This is an optimization exercise on Yosys and OpenROAD, whose aim is small area, a short achievable clock period and few clock cycles per item, not a production implementation.
At most, simulation tests tie the RTL to the original design; equivalence was not proved.
Power and IR drop assume default switching activity.

== oak ==
==> module pipcu_back, before the edit <==
module pipcu_back #(
  parameter int unsigned CoordBits = 32
) (
  input  logic                        clk_i,
  input  logic                        rst_ni,
  input  logic                        edge_valid_i,
  input  logic                        edge_last_i,
  input  logic signed [CoordBits:0]   dif_a_i,
  input  logic signed [CoordBits:0]   dif_b_i,
  input  logic signed [CoordBits:0]   dif_c_i,
  input  logic signed [CoordBits:0]   dif_d_i,
  input  logic                        px_lt_ex_i,
  input  logic                        px_eq_ex_i,
  input  logic                        ey_lt_py_i,
  input  logic                        ey_eq_py_i,
  input  logic                        a_zero_i,
  input  logic                        b_zero_i,
  input  logic                        c_zero_i,
  output logic                        busy_o,    
  output logic                        res_push_o,
  output logic                        res_bit_o
);
  localparam int unsigned W  = CoordBits + 1;    
  localparam int unsigned TW = W + 1;            
  logic                 valid_q;
  logic                 last_q;
  logic                 first_q;
  logic [6:0]           cnt_q;
  logic signed [W-1:0]  r1_q, r2_q, c_q, d_q;
  logic                 px_lt_ex_q, px_eq_ex_q, ey_lt_py_q, ey_eq_py_q;
  logic                 parity_q;
  logic signed [TW-1:0] t1, t2;
  logic                 aneg, bneg, cneg, dneg;
  logic                 t1z, t2z, az, bz, cz;
  logic                 q1, q2;
  logic                 straddle;
  logic                 a_ge_c;
  logic                 decided;
  logic                 tog;
  logic                 load;
  logic                 retire;
  function automatic logic [1:0] cmp_ge_eq(logic [TW-1:0] x, logic [TW-1:0] y, logic s);
    logic [63:0] g, e;
    logic [TW-1:0] xs, ys;
    xs = x ^ {TW{s}};
    ys = y ^ {TW{s}};
    g = '0;
    e = '1;
    for (int i = 0; i < TW; i++) begin
      if (i == TW - 1) begin
        g[i] = !xs[i] && ys[i];
      end else begin
        g[i] = xs[i] && !ys[i];
      end
      e[i] = (x[i] == y[i]);
    end
    for (int l = 0; l < 6; l++) begin
      for (int i = 0; i < (32 >> l); i++) begin
        g[i] = g[2*i+1] | (e[2*i+1] & g[2*i]);
        e[i] = e[2*i+1] & e[2*i];
      end
    end
    cmp_ge_eq = {g[0] | e[0], e[0]};
  endfunction
  assign aneg = r1_q[W-1];
  assign bneg = r2_q[W-1];
  assign cneg = c_q[W-1];
  assign dneg = d_q[W-1];
  logic                 az_q, bz_q, cz_q;
  assign az   = az_q;
  assign bz   = bz_q;
  assign cz   = cz_q;
  assign t1  = {r1_q, 1'b0} - TW'(c_q);
  assign t2  = {r2_q, 1'b0} - TW'(d_q);
  logic [1:0] cmp1, cmp2;
  assign cmp1 = cmp_ge_eq({r1_q, 1'b0}, TW'(c_q), cneg);
  assign cmp2 = cmp_ge_eq({r2_q, 1'b0}, TW'(d_q), dneg);
  assign q1   = cmp1[1];
  assign t1z  = cmp1[0];
  assign q2   = cmp2[1];
  assign t2z  = cmp2[0];
  assign straddle = (bneg | bz) == ey_lt_py_q;
  assign a_ge_c   = cneg ? (px_lt_ex_q | px_eq_ex_q) : !px_lt_ex_q;
  logic flagdec;
  assign flagdec = !straddle || cz || az || (aneg != cneg) || a_ge_c || ey_eq_py_q || bz;
  always_comb begin
    decided = 1'b1;
    tog     = 1'b0;
    if (first_q && !straddle) begin
      tog = 1'b0;
    end else if (first_q && cz) begin
      tog = aneg;                              
    end else if (first_q && az) begin
      tog = !bz && !cneg;                      
    end else if (first_q && (aneg != cneg)) begin
      tog = !cneg;                             
    end else if (first_q && a_ge_c) begin
      tog = !(ey_eq_py_q && px_eq_ex_q) && cneg;   
    end else if (first_q && ey_eq_py_q) begin
      tog = !cneg;                             
    end else if (first_q && bz) begin
      tog = cneg;                              
    end else if (q1 != q2) begin
      tog = q1 ^ !cneg;
    end else if (q1 && t1z && t2z) begin
      tog = 1'b0;                              
    end else if (q1 && t1z) begin
      tog = !cneg;                             
    end else if (q1 && t2z) begin
      tog = cneg;                              
    end else if (cnt_q[6]) begin
      tog = 1'b0;                              
    end else begin
      decided = 1'b0;
    end
  end
  assign retire = valid_q && decided;
  assign load   = !valid_q || decided;
  logic hold_open;
  assign hold_open = valid_q && (first_q ? !flagdec : !cnt_q[6]);
  assign busy_o    = hold_open && (q1 == q2);
  always_ff @(posedge clk_i or negedge rst_ni) begin
    if (!rst_ni) begin
      valid_q  <= 1'b0;
      parity_q <= 1'b0;
    end else begin
      if (load) begin
        valid_q <= edge_valid_i;
      end
      if (retire) begin
        parity_q <= last_q ? 1'b0 : (parity_q ^ tog);
      end
    end
  end
  always_ff @(posedge clk_i) begin
    if (load) begin
      last_q     <= edge_last_i;
      first_q    <= 1'b1;
      cnt_q      <= '0;
      r1_q       <= dif_a_i;
      r2_q       <= dif_b_i;
      c_q        <= dif_c_i;
      d_q        <= dif_d_i;
      px_lt_ex_q <= px_lt_ex_i;
      px_eq_ex_q <= px_eq_ex_i;
      ey_lt_py_q <= ey_lt_py_i;
      ey_eq_py_q <= ey_eq_py_i;
      az_q       <= a_zero_i;
      bz_q       <= b_zero_i;
      cz_q       <= c_zero_i;
    end else begin
      first_q    <= 1'b0;
      cnt_q      <= cnt_q + 1'b1;
      r1_q       <= q1 ? W'(t1) : {r1_q[W-2:0], 1'b0};
      r2_q       <= q2 ? W'(t2) : {r2_q[W-2:0], 1'b0};
    end
  end
  assign res_push_o = retire && last_q;
  assign res_bit_o  = parity_q ^ tog;
endmodule
clock: 10.0 ns
lec_check: 0
cap_margin: 20
core_margin: 2
core_utilization: 40
setup_slack_margin: 5
slew_margin: 20
standard.sh (not shown) runs the stock make flow with config.mk's settings and CLKGATE_MAP_FILE= SYNTH_SCRIPT=/design/flow/synth_recipe.tcl, a recipe that flattens the netlist after the stock synthesis.
==> flow/flow/run.sh <==
#!/bin/bash
# The standard layout (standard synthesis, constraint.sdc and clock period unchanged), with
# the port buffers that global placement inserts made of the smallest plain buffer.
set -euo pipefail
bash standard.sh "BUFFER_PORTS_ARGS=-buffer_cell $(cat flow/port_buffer.txt)" finish > standard_flow.log 2>&1
==> flow/flow/port_buffer.txt <==
sky130_fd_sc_hd__buf_1
Looking at the reports, oak completed the entire flow and the layout it produced met the timing, DRC and antenna checks.
Testbench counts of oak, summed over its fixed seeds: cycles 20,842, items 16,856.
> inputs changed (oak -> pine)
--- a/flow/design.v
+++ b/flow/design.v
@@ -208,7 +208,7 @@
   assign load   = !valid_q || decided;
   logic hold_open;
   assign hold_open = valid_q && (first_q ? !flagdec : !cnt_q[6]);
-  assign busy_o    = hold_open && (q1 == q2);
+  assign busy_o    = hold_open && (q1 ? (q2 && !t1z && !t2z) : !q2);
   always_ff @(posedge clk_i or negedge rst_ni) begin
     if (!rst_ni) begin
       valid_q  <= 1'b0;
Results
Part of the power in the clock network ends up higher on pine. In the flow results for pine and oak, the die width is smaller on oak. pine vs oak: combinational power down by a few percent. Per the final summary, pine finished and its layout is clean on timing, DRC and antenna. Met1 usage in global routing, pine and oak: higher on pine. [pine] die outline height rose about 1.9% relative to oak. Of pine and oak, the higher area growth from synthesis to layout belongs to oak. On area after synthesis: between pine and oak, it ends up higher for pine. Changes observed in pine relative to oak: number of enable flip-flop cells after synthesis about even, global-route usage rose 0.46 points, worst hold slack across all endpoints about even. pine against oak: global placement routability congestion now larger, non-filler instance count after layout went up 60, number of sequential cells was more or less identical.
For pine, only the layout was checked, not whether the RTL still works.

== harbor ==
Another version of the RTL of point_in_polygon_crossing_unit (not shown whole).
For scale: about 160 flip-flops, ~200 I/O pins, about 17000 µm² of cells after synthesis.
==> module pipcu_back, before the edit <==
module pipcu_back #(
  parameter int unsigned CoordBits = 32
) (
  input  logic                        clk_i,
  input  logic                        rst_ni,
  input  logic                        edge_valid_i,
  input  logic                        edge_last_i,
  input  logic signed [CoordBits:0]   dif_a_i,
  input  logic signed [CoordBits:0]   dif_b_i,
  input  logic signed [CoordBits:0]   dif_c_i,
  input  logic signed [CoordBits:0]   dif_d_i,
  input  logic                        px_lt_ex_i,
  input  logic                        px_eq_ex_i,
  input  logic                        ey_lt_py_i,
  input  logic                        ey_eq_py_i,
  output logic                        busy_o,    
  output logic                        res_push_o,
  output logic                        res_bit_o
);
  localparam int unsigned W  = CoordBits + 1;    
  localparam int unsigned TW = W + 1;            
  logic                 valid_q;
  logic                 last_q;
  logic                 first_q;
  logic [6:0]           cnt_q;
  logic signed [W-1:0]  r1_q, r2_q, c_q, d_q;
  logic                 px_lt_ex_q, px_eq_ex_q, ey_lt_py_q, ey_eq_py_q;
  logic                 parity_q;
  logic signed [TW-1:0] t1, t2;
  logic                 aneg, bneg, cneg, dneg;
  logic                 t1z, t2z, az, bz, cz;
  logic                 q1, q2;
  logic                 straddle;
  logic                 a_ge_c;
  logic                 decided;
  logic                 tog;
  logic                 load;
  logic                 retire;
  assign aneg = r1_q[W-1];
  assign bneg = r2_q[W-1];
  assign cneg = c_q[W-1];
  assign dneg = d_q[W-1];
  assign az   = (r1_q == '0);
  assign bz   = (r2_q == '0);
  assign cz   = (c_q == '0);
  assign t1  = {r1_q, 1'b0} - TW'(c_q);
  assign t2  = {r2_q, 1'b0} - TW'(d_q);
  assign t1z = ({r1_q, 1'b0} == TW'(c_q));
  assign t2z = ({r2_q, 1'b0} == TW'(d_q));
  assign q1 = cneg ? (t1[TW-1] | t1z) : !t1[TW-1];
  assign q2 = dneg ? (t2[TW-1] | t2z) : !t2[TW-1];
  assign straddle = (bneg | bz) == ey_lt_py_q;
  assign a_ge_c   = cneg ? (px_lt_ex_q | px_eq_ex_q) : !px_lt_ex_q;
  always_comb begin
    decided = 1'b1;
    tog     = 1'b0;
    if (first_q && !straddle) begin
      tog = 1'b0;
    end else if (first_q && cz) begin
      tog = aneg;                              
    end else if (first_q && az) begin
      tog = !bz && !cneg;                      
    end else if (first_q && (aneg != cneg)) begin
      tog = !cneg;                             
    end else if (first_q && a_ge_c) begin
      tog = !(ey_eq_py_q && px_eq_ex_q) && cneg;   
    end else if (first_q && ey_eq_py_q) begin
      tog = !cneg;                             
    end else if (first_q && bz) begin
      tog = cneg;                              
    end else if (q1 != q2) begin
      tog = q1 ^ !cneg;
    end else if (q1 && t1z && t2z) begin
      tog = 1'b0;                              
    end else if (q1 && t1z) begin
      tog = !cneg;                             
    end else if (q1 && t2z) begin
      tog = cneg;                              
    end else if (cnt_q[6]) begin
      tog = 1'b0;                              
    end else begin
      decided = 1'b0;
    end
  end
  assign retire = valid_q && decided;
  assign load   = !valid_q || decided;
  assign busy_o = valid_q && !decided;
  always_ff @(posedge clk_i or negedge rst_ni) begin
    if (!rst_ni) begin
      valid_q  <= 1'b0;
      parity_q <= 1'b0;
    end else begin
      if (load) begin
        valid_q <= edge_valid_i;
      end
      if (retire) begin
        parity_q <= last_q ? 1'b0 : (parity_q ^ tog);
      end
    end
  end
  always_ff @(posedge clk_i) begin
    if (load) begin
      last_q     <= edge_last_i;
      first_q    <= 1'b1;
      cnt_q      <= '0;
      r1_q       <= dif_a_i;
      r2_q       <= dif_b_i;
      c_q        <= dif_c_i;
      d_q        <= dif_d_i;
      px_lt_ex_q <= px_lt_ex_i;
      px_eq_ex_q <= px_eq_ex_i;
      ey_lt_py_q <= ey_lt_py_i;
      ey_eq_py_q <= ey_eq_py_i;
    end else begin
      first_q    <= 1'b0;
      cnt_q      <= cnt_q + 1'b1;
      r1_q       <= q1 ? W'(t1) : {r1_q[W-2:0], 1'b0};
      r2_q       <= q2 ? W'(t2) : {r2_q[W-2:0], 1'b0};
    end
  end
  assign res_push_o = retire && last_q;
  assign res_bit_o  = parity_q ^ tog;
endmodule
==> flow/config.mk <==
export PLATFORM = sky130hd
export DESIGN_NAME = point_in_polygon_crossing_unit
export DESIGN_NICKNAME = point_in_polygon_crossing_unit
export VERILOG_FILES = /design/flow/design.v
export SDC_FILE = /design/flow/constraint.sdc
export NUM_CORES = 4
export LEC_CHECK = 0
export CAP_MARGIN = 20
export CORE_MARGIN = 2
export CORE_UTILIZATION = 40
export SLEW_MARGIN = 20
==> flow/constraint.sdc <==
create_clock -name core_clock -period 10.0 [get_ports {clk_i}]
set_input_delay 2.0000 -clock core_clock [delete_from_list [all_inputs] [get_ports {clk_i}]]
set_output_delay 2.0000 -clock core_clock [all_outputs]
set_load 0.01 [all_outputs]
run.sh (not shown) runs the stock make flow with config.mk's settings and CLKGATE_MAP_FILE= SYNTH_SCRIPT=/design/flow/synth_recipe.tcl, a recipe that flattens the netlist after the stock synthesis.
Stock flow here: none of the scripts above is used.
Input-level comparison between indigo and harbor:
-- flow/design.v --
<<< harbor, line 110
  logic signed [W-1:0]  r1_q, r2_q, c_q, d_q;
  logic                 px_lt_ex_q, px_eq_ex_q, ey_lt_py_q, ey_eq_py_q;
  logic                 parity_q;
  logic signed [TW-1:0] t1, t2;
>>> indigo, line 110
  logic signed [W-1:0]  r1_q, r2_q, c_q, d_q;
  logic                 px_lt_ex_q, px_eq_ex_q, ey_lt_py_q, ey_eq_py_q;
  logic                 q1_q, q2_q, t1z_q, t2z_q;    
  logic                 parity_q;
  logic signed [TW-1:0] t1, t2;
<<< harbor, line 139
    decided = 1'b1;
    tog     = 1'b0;
    if (first_q && !straddle) begin
      tog = 1'b0;
    end else if (first_q && cz) begin
      tog = aneg;                              
    end else if (first_q && az) begin
      tog = !bz && !cneg;                      
    end else if (first_q && (aneg != cneg)) begin
      tog = !cneg;                             
    end else if (first_q && a_ge_c) begin
      tog = !(ey_eq_py_q && px_eq_ex_q) && cneg;   
    end else if (first_q && ey_eq_py_q) begin
      tog = !cneg;                             
    end else if (first_q && bz) begin
      tog = cneg;                              
    end else if (q1 != q2) begin
      tog = q1 ^ !cneg;
    end else if (q1 && t1z && t2z) begin
      tog = 1'b0;                              
    end else if (q1 && t1z) begin
      tog = !cneg;                             
    end else if (q1 && t2z) begin
      tog = cneg;                              
    end else if (cnt_q[6]) begin
>>> indigo, line 140
    decided = 1'b1;
    tog     = 1'b0;
    if (first_q) begin
      if (!straddle) begin
        tog = 1'b0;
      end else if (cz) begin
        tog = aneg;                            
      end else if (az) begin
        tog = !bz && !cneg;                    
      end else if (aneg != cneg) begin
        tog = !cneg;                           
      end else if (a_ge_c) begin
        tog = !(ey_eq_py_q && px_eq_ex_q) && cneg;   
      end else if (ey_eq_py_q) begin
        tog = !cneg;                           
      end else if (bz) begin
        tog = cneg;                            
      end else begin
        decided = 1'b0;                        
      end
    end else if (q1_q != q2_q) begin
      tog = q1_q ^ !cneg;
    end else if (q1_q && t1z_q && t2z_q) begin
      tog = 1'b0;                              
    end else if (q1_q && t1z_q) begin
      tog = !cneg;                             
    end else if (q1_q && t2z_q) begin
      tog = cneg;                              
    end else if (cnt_q[6]) begin
<<< harbor, line 184
  end
  always_ff @(posedge clk_i) begin
    if (load) begin
      last_q     <= edge_last_i;
>>> indigo, line 189
  end
  always_ff @(posedge clk_i) begin
    q1_q  <= q1;
    q2_q  <= q2;
    t1z_q <= t1z;
    t2z_q <= t2z;
    if (load) begin
      last_q     <= edge_last_i;
Findings:
Sort harbor and indigo by part of the total power dissipated in the clock network desc -> top: harbor
Looking at horizontal die dimension, indigo sits 0.38% above harbor.
Changes observed in indigo relative to harbor: clock-pin slew on the worst setup and hold paths ~0 delta; initial cell density of the core ~0 delta; top achievable clock speed now larger.
From harbor to indigo the numbers moved as follows: met3 global-route usage saw an increase; global-route usage saw little to no change; sequential cell count saw an increase; final cycle utilization of the critical path saw a decrease; combinational power share saw an increase.
Of harbor and indigo, harbor shows the lower sequential share of layout area, with indigo above it.
Between harbor and indigo, the flow reports overall power of the completed layout increasing by a few percent.
The utilization after layout was comparable across harbor and indigo.
Testbench counts of indigo, summed over its fixed seeds: cycles 23,339, items 16,856.
No functional check of the RTL was part of harbor.

Setup of alpha:
RTL: one of the versions met above, not the one the previous note started from.
For scale: roughly 2300 cells after synthesis, ~200 I/O pins, ~18000 sq um of cells after synthesis.
==> module point_in_polygon_crossing_unit, before the edit <==
module point_in_polygon_crossing_unit #(
  parameter int unsigned CoordBits = pipcu_pkg::COORD_BITS_DEFAULT
) (
  input  logic                        clk_i,
  input  logic                        rst_ni,
  input  logic                        push,
  output logic                        full,
  input  logic signed [CoordBits-1:0] point_x_i,
  input  logic signed [CoordBits-1:0] point_y_i,
  input  logic signed [CoordBits-1:0] start_x_i,
  input  logic signed [CoordBits-1:0] start_y_i,
  input  logic signed [CoordBits-1:0] end_x_i,
  input  logic signed [CoordBits-1:0] end_y_i,
  input  logic                        last_edge_i,
  output logic                        empty,
  input  logic                        pop,
  output logic                        inside_res_o
);
  localparam int unsigned ResDepth = pipcu_pkg::QUEUE_DEPTH;
  localparam int unsigned CntW     = $clog2(ResDepth + 1);
  logic signed [CoordBits:0] dif_a, dif_b, dif_c, dif_d;
  logic                      px_lt_ex, px_eq_ex, ey_lt_py, ey_eq_py;
  logic                      a_zero, b_zero, c_zero;
  logic                      busy;
  logic                      res_room;
  logic                      res_push;
  logic                      res_bit;
  logic [CntW-1:0]           res_count;
  pipcu_pkg::fifo_stat_t     res_stat;
  pipcu_front #(
    .CoordBits (CoordBits)
  ) u_front (
    .point_x_i (point_x_i),
    .point_y_i (point_y_i),
    .start_x_i (start_x_i),
    .start_y_i (start_y_i),
    .end_x_i   (end_x_i),
    .end_y_i   (end_y_i),
    .dif_a_o   (dif_a),
    .dif_b_o   (dif_b),
    .dif_c_o   (dif_c),
    .dif_d_o   (dif_d),
    .px_lt_ex_o (px_lt_ex),
    .px_eq_ex_o (px_eq_ex),
    .ey_lt_py_o (ey_lt_py),
    .ey_eq_py_o (ey_eq_py),
    .a_zero_o   (a_zero),
    .b_zero_o   (b_zero),
    .c_zero_o   (c_zero)
  );
  assign res_room = (res_count <= CntW'(ResDepth - 2));
  assign full     = busy || !res_room;
  pipcu_back #(
    .CoordBits (CoordBits)
  ) u_back (
    .clk_i        (clk_i),
    .rst_ni       (rst_ni),
    .edge_valid_i (push && !full),
    .edge_last_i  (last_edge_i),
    .dif_a_i      (dif_a),
    .dif_b_i      (dif_b),
    .dif_c_i      (dif_c),
    .dif_d_i      (dif_d),
    .px_lt_ex_i   (px_lt_ex),
    .px_eq_ex_i   (px_eq_ex),
    .ey_lt_py_i   (ey_lt_py),
    .ey_eq_py_i   (ey_eq_py),
    .a_zero_i     (a_zero),
    .b_zero_i     (b_zero),
    .c_zero_i     (c_zero),
    .busy_o       (busy),
    .res_push_o   (res_push),
    .res_bit_o    (res_bit)
  );
  pipcu_fifo #(
    .Depth (ResDepth)
  ) u_res_queue (
    .clk_i   (clk_i),
    .rst_ni  (rst_ni),
    .push_i  (res_push),
    .data_i  (res_bit),
    .pop_i   (pop),
    .data_o  (inside_res_o),
    .count_o (res_count),
    .stat_o  (res_stat)
  );
  assign empty = res_stat.empty;
endmodule
==> flow/config.mk <==
export PLATFORM = sky130hd
export DESIGN_NAME = point_in_polygon_crossing_unit
export DESIGN_NICKNAME = point_in_polygon_crossing_unit
export VERILOG_FILES = /design/flow/design.v
export SDC_FILE = /design/flow/constraint.sdc
export NUM_CORES = 4
export LEC_CHECK = 0
export CAP_MARGIN = 20
export CORE_MARGIN = 2
export CORE_UTILIZATION = 40
export SETUP_SLACK_MARGIN = 5
export SLEW_MARGIN = 20
==> flow/constraint.sdc <==
create_clock -name core_clock -period 10.0 [get_ports {clk_i}]
set_input_delay 2.0000 -clock core_clock [delete_from_list [all_inputs] [get_ports {clk_i}]]
set_output_delay 2.0000 -clock core_clock [all_outputs]
set_load 0.01 [all_outputs]
Testbench counts of alpha, summed over its fixed seeds: cycles 20,842, items 16,856.
diff inputs: alpha => beta
--- a/flow/design.v
+++ b/flow/design.v
@@ -168,14 +168,12 @@
   assign q1   = cmp1[1];
   assign t1z  = cmp1[0];
   assign q2   = cmp2[1];
   assign t2z  = cmp2[0];
   assign straddle = (bneg | bz) == ey_lt_py_q;
   assign a_ge_c   = cneg ? (px_lt_ex_q | px_eq_ex_q) : !px_lt_ex_q;
-  logic flagdec;
-  assign flagdec = !straddle || cz || az || (aneg != cneg) || a_ge_c || ey_eq_py_q || bz;
   always_comb begin
     decided = 1'b1;
     tog     = 1'b0;
     if (first_q && !straddle) begin
       tog = 1'b0;
     end else if (first_q && cz) begin
@@ -203,15 +201,13 @@
     end else begin
       decided = 1'b0;
     end
   end
   assign retire = valid_q && decided;
   assign load   = !valid_q || decided;
-  logic hold_open;
-  assign hold_open = valid_q && (first_q ? !flagdec : !cnt_q[6]);
-  assign busy_o    = hold_open && (q1 == q2);
+  assign busy_o = valid_q && !decided;
   always_ff @(posedge clk_i or negedge rst_ni) begin
     if (!rst_ni) begin
       valid_q  <= 1'b0;
       parity_q <= 1'b0;
     end else begin
       if (load) begin
@@ -302,13 +298,13 @@
   assign full     = busy || !res_room;
   pipcu_back #(
     .CoordBits (CoordBits)
   ) u_back (
     .clk_i        (clk_i),
     .rst_ni       (rst_ni),
-    .edge_valid_i (push && !full),
+    .edge_valid_i (push && res_room),
     .edge_last_i  (last_edge_i),
     .dif_a_i      (dif_a),
     .dif_b_i      (dif_b),
     .dif_c_i      (dif_c),
     .dif_d_i      (dif_d),
     .px_lt_ex_i   (px_lt_ex),
### Flow results
Across beta and alpha, none had a timing, DRC or antenna violation. Weighted congestion reported at the end of routability-driven placement (beta vs. alpha) decreases slightly. Re via count of the first global-routing pass: alpha was lower than beta. Re global-route usage: beta is 0.87 points up on alpha. On die area: between beta and alpha, it ends up higher for beta. alpha -> beta: total overflow reported by the global router delta 0, exact match. Delta (beta minus alpha): fraction of standard cell area in multi-input logic comparable; reported leakage power now larger.
For beta, only the layout was checked, not whether the RTL still works.

## what the ideal ports hide
How much do the figures lean on ideal ports? The routed layouts below were timed once more, with nothing changed but the port constraints. Step 1: set_driving_cell puts a clkbuf_16 on clk_i and a buf_2 on each other input, an assumption about the parent block. Step 2 adds t to the input delays and takes it off the output delays; t is the mean of the earliest and latest rising clock arrival at the registers after step 1. Input paths then give back, and output paths get back, about the clock's delay inside the block. a / b / c = ideal ports / drivers / drivers and shift; a / b = the first two.
run | shift t [ns] | slack for setup (ns) | hold WS [ns] | worst setup path at the end | latest minus earliest clock arrival (ns)
oak | 0.482 | 4.882 / 4.832 / 4.672 | 0.448 / 0.448 / 0.448 | input to register | 0.012 / 0.012
pine | 0.499 | 4.813 / 4.755 / 4.680 | 0.450 / 0.450 / 0.450 | input to register | 0.014 / 0.014
harbor | 0.479 | 3.072 / 3.018 / 3.497 | 0.457 / 0.457 / 0.457 | register to output | 0.010 / 0.011
indigo | 0.481 | 3.885 / 3.831 / 3.956 | 0.448 / 0.448 / 0.448 | input to register | 0.013 / 0.013
alpha | 0.482 | 4.890 / 4.838 / 4.624 | 0.455 / 0.455 / 0.455 | input to register | 0.012 / 0.011
beta | 0.488 | 4.688 / 4.637 / 4.591 | 0.442 / 0.442 / 0.442 | input to register | 0.013 / 0.012
After both steps every run listed still meets setup and hold. For alpha, which loses most, drivers alone change the setup slack by -0.052 ns; drivers and shift together by -0.266 ns.
